This is an optimization exercise on Yosys and OpenROAD, whose aim is a short achievable clock period and few clock cycles, not a production implementation. Only simulation tests tie the RTL to the original design; equivalence was not proved. Power figures rest on the tool's default switching activity, not on a simulated workload.

Design rv_core_top, start of the top module:
module rv_core_top (
  input  logic        clk,
  input  logic        nrst,
  output logic [31:0] o_imem_addr,
  input  logic [31:0] i_imem_data,
  input  logic        i_halt_req,
  input  logic        i_resume_req,
  input  logic [31:0] i_resume_pc,
  output logic        o_halt,
  output logic        o_commit_valid,
  output logic [31:0] o_commit_pc,
  output logic [31:0] o_commit_inst,
  output logic [4:0]  o_commit_rd_addr,
  output logic        o_commit_rd_wb,
  output logic [31:0] o_commit_rd_data
);
  rv_core i_core (
    .clk              (clk),
    .nrst             (nrst),
    .o_imem_addr      (o_imem_addr),
    .i_imem_data      (i_imem_data),
    .i_halt_req       (i_halt_req),
    .i_resume_req     (i_resume_req),
    .i_resume_pc      (i_resume_pc),
    .o_halt           (o_halt),
    .o_commit_valid   (o_commit_valid),
    .o_commit_pc      (o_commit_pc),
    .o_commit_inst    (o_commit_inst),
    .o_commit_rd_addr (o_commit_rd_addr),
    .o_commit_rd_wb   (o_commit_rd_wb),
    .o_commit_rd_data (o_commit_rd_data)
  );
endmodule
export LEC_CHECK = 0
export CAP_MARGIN = 20
export CORE_MARGIN = 2
export CORE_UTILIZATION = 40
export SLEW_MARGIN = 20
create_clock -name core_clock -period 11.0 [get_ports {clk}]
standard.sh (not shown) runs the stock make flow with config.mk's settings and CLKGATE_MAP_FILE= SYNTH_SCRIPT=/design/flow/synth_recipe.tcl, a recipe that flattens the netlist after the stock synthesis.
==> flow/flow/run.sh <==
#!/bin/bash
set -euo pipefail
MARGIN=$(cat flow/margin.txt)
bash standard.sh SETUP_SLACK_MARGIN=$MARGIN finish > run_flow.log 2>&1
==> flow/flow/margin.txt <==
8
Testbench counts at the start, summed over its fixed seeds: cycles 8,207.
Rerun with:
--- a/flow/design.v
+++ b/flow/design.v
@@ -126,26 +126,22 @@
   input  logic        i_resume_req,
   input  logic [31:0] i_resume_pc,
   output logic        o_halt,
   output logic        o_commit_valid,
   output logic [31:0] o_commit_pc,
   output logic [31:0] o_commit_inst,
   output logic [4:0]  o_commit_rd_addr,
   output logic        o_commit_rd_wb,
   output logic [31:0] o_commit_rd_data
 );
   localparam int NB = 1 << BTB_IDX;
-  logic [4:0]  opc;
-  logic [2:0]  f3;
-  logic [4:0]  rs1, rs2, rd;
-  logic        is_op, is_opimm, is_lui, is_auipc, is_jal, is_jalr, is_br;
   logic        running;
   logic        resume_go;
   logic        run_next;
   logic [31:0] pc_f;
   logic        bhit_f;
   logic [31:0] btgt_f;
   logic [NB-1:0]      b_val;
   logic [BTB_TAG-1:0] b_tag [NB];
   logic [BTB_TGT-1:0] b_tgt [NB];
   logic [BTB_IDX-1:0] idx_f;
   logic [BTB_TAG-1:0] tag_f;
@@ -202,91 +198,85 @@
   logic [NB-1:0]      hit_v;
   logic [BTB_TGT-1:0] btgt_lo;
   always_comb begin
     btgt_lo = '0;
     for (int i = 0; i < NB; i++) begin
       hit_v[i] = b_val[i] & (b_tag[i] == tag_f) & (idx_f == BTB_IDX'(i));
       btgt_lo  = btgt_lo | ({BTB_TGT{hit_v[i]}} & b_tgt[i]);
     end
   end
   assign bhit_f = |hit_v;
   assign btgt_f = {pc_f[31:BTB_TGT], btgt_lo};
-  logic halted;
   always_ff @(posedge clk) begin
     if (!nrst) begin
       running <= 1'b0;
-      halted  <= 1'b1;
     end else begin
       running <= run_next;
-      halted  <= ~run_next;
     end
   end
   logic [31:0] pc_inc;
   logic [31:0] pc_seq;
   logic        fs_btb, fs_seq;
   assign pc_inc = pc_f + 32'd4;
-  logic        r_unp;
-  logic        fs_ru;
-  logic [31:0] seq_r;
-  assign r_unp  = v_r & bh_r & ~(is_br | is_jal | is_jalr);
-  assign seq_r  = pc_r + 32'd4;
-  assign fs_ru  = ~resume_go & r_unp;
-  assign fs_btb = ~resume_go & ~r_unp & bhit_f;
-  assign fs_seq = ~resume_go & ~r_unp & ~bhit_f;
+  assign fs_btb = ~resume_go & bhit_f;
+  assign fs_seq = ~resume_go & ~bhit_f;
   assign pc_seq = ({32{resume_go}} & i_resume_pc)
-                | ({32{fs_ru}}     & seq_r)
                 | ({32{fs_btb}}    & btgt_f)
                 | ({32{fs_seq}}    & pc_inc);
   logic        go_x;
   logic        s1_t, s0_t, s0_s, s0_j, s0_any;
   logic [31:0] pc_c1, pc_c0;
   assign go_x   = v_x & running;
   assign s1_t   = go_x & rd_t;
   assign pc_c1  = s1_t ? tgt_x : pc_seq;
   assign s0_t   = go_x & jal_x & rd_t;
   assign s0_j   = go_x & jalr_x & rd_j;
   assign s0_s   = go_x & ~jal_x & ~jalr_x & rd_s;
   assign s0_any = s0_t | s0_j | s0_s;
   assign pc_c0  = ({32{s0_t}}    & tgt_x)
                 | ({32{s0_j}}    & jtgt)
                 | ({32{s0_s}}    & seq_x)
                 | ({32{~s0_any}} & pc_seq);
   always_ff @(posedge clk) begin
     pc_f <= raw ? (inv_x ? pc_c0 : pc_c1) : (inv_x ? pc_c1 : pc_c0);
   end
   assign o_imem_addr = pc_f;
-  assign o_halt      = halted;
+  assign o_halt      = ~running;
   always_ff @(posedge clk) begin
     if (!nrst) begin
       b_val <= '0;
     end else if (upd_w) begin
       b_val[upd_pc[BTB_IDX+1:2]] <= 1'b1;
     end else if (upd_i) begin
       b_val[upd_pc[BTB_IDX+1:2]] <= 1'b0;
     end
     if (upd_w) begin
       b_tag[upd_pc[BTB_IDX+1:2]] <= upd_pc[BTB_IDX+BTB_TAG+1:BTB_IDX+2];
       b_tgt[upd_pc[BTB_IDX+1:2]] <= upd_tgt[BTB_TGT-1:0];
     end
   end
   always_ff @(posedge clk) begin
-    v_d  <= nrst & running & ~redirect & ~(r_unp & ~kill_r);
+    v_d  <= nrst & running & ~redirect;
     pc_d <= pc_f;
     bh_d <= bhit_f;
   end
   always_ff @(posedge clk) begin
-    v_r    <= nrst & v_d & ~kill_d & ~resume_go & ~(r_unp & ~kill_r);
+    v_r    <= nrst & v_d & ~kill_d & ~resume_go;
     pc_r   <= pc_d;
     inst_r <= i_imem_data;
     bh_r   <= bh_d;
   end
+  logic [4:0]  opc;
+  logic [2:0]  f3;
+  logic [4:0]  rs1, rs2, rd;
+  logic        is_op, is_opimm, is_lui, is_auipc, is_jal, is_jalr, is_br;
   logic        wb_r;
   logic [31:0] imm_i, imm_u, imm_j, imm_b;
   logic [31:0] rs1_data, rs2_data;
   logic [res_n-1:0] sel_r;
   logic [br_n-1:0]  brc_r;
   logic        fa, fb;
   assign opc = inst_r[6:2];
   assign f3  = inst_r[14:12];
   assign rs1 = inst_r[19:15];
   assign rs2 = inst_r[24:20];
   assign rd  = inst_r[11:7];
@@ -375,23 +365,23 @@
     bh_x   <= bh_r;
     op_a   <= fa ? y : (is_lui ? 32'd0 : (is_auipc ? pc_r : rs1_data));
     op_b   <= fb ? y : ((is_op | is_br) ? rs2_data : ((is_opimm | is_jalr) ? imm_i : imm_u));
     sel_x  <= sel_r;
     sra_x  <= inst_r[30];
     use_x  <= {brc_r[br_ltu] | brc_r[br_geu], brc_r[br_lt] | brc_r[br_ge],
                brc_r[br_eq] | brc_r[br_ne]};
     inv_x  <= brc_r[br_ne] | brc_r[br_ge] | brc_r[br_geu];
     jal_x  <= is_jal;
     jalr_x <= is_jalr;
     tgt_x  <= is_jal ? tgt_j : tgt_b;
-    seq_x  <= seq_r;
+    seq_x  <= pc_r + 32'd4;
   end
   logic [31:0] sum;
   rv_alu i_alu (
     .i_sel  (sel_x),
     .i_sra  (sra_x),
     .i_a    (op_a),
     .i_b    (op_b),
     .i_link (seq_x),
     .o_sum  (sum),
     .o_eq   (eq),
     .o_lt   (lt),
The changed run produced a clean layout.
Routed wire length rose slightly.
Core utilization rose by 0.25 points.
Clock-buffer cell count rose by 8.
Cell count hardly moves.
Global-route usage rose by 0.52 points.
Sequential cell count fell by 1.
Synthesized cell count fell slightly.
Sequential power fell slightly.
Die area fell slightly.
Via count hardly moves.
Testbench counts after the change, summed over its fixed seeds: cycles 8,238.

## what the ideal ports hide
Ports are ideal in the flow. The routed layouts listed here were re-timed in OpenROAD.
Step 1, drivers: a clkbuf_16 drives clk and a buf_2 each remaining input, both assumed.
Step 2 adds t to the input delays and takes it off the output delays; t is the mean of the earliest and latest rising clock arrival at the registers after step 1. Input paths then give back, and output paths get back, about the clock's delay inside the block.
Three values: no drivers, after step 1, after step 2; two values: the first two.
run | t (ns) | setup slack, ns | hold WS [ns] | worst setup path at the end
the first run | 0.980 | 7.172 / 7.121 / 6.594 | 0.309 / 0.309 / 0.309 | input to register
the second run | 0.958 | 7.276 / 7.183 / 6.515 | 0.322 / 0.322 / 0.322 | input to register
After both steps setup and hold are still met in every run listed. For the second run, which loses most, drivers alone change the setup slack by -0.093 ns; drivers and shift together by -0.761 ns.
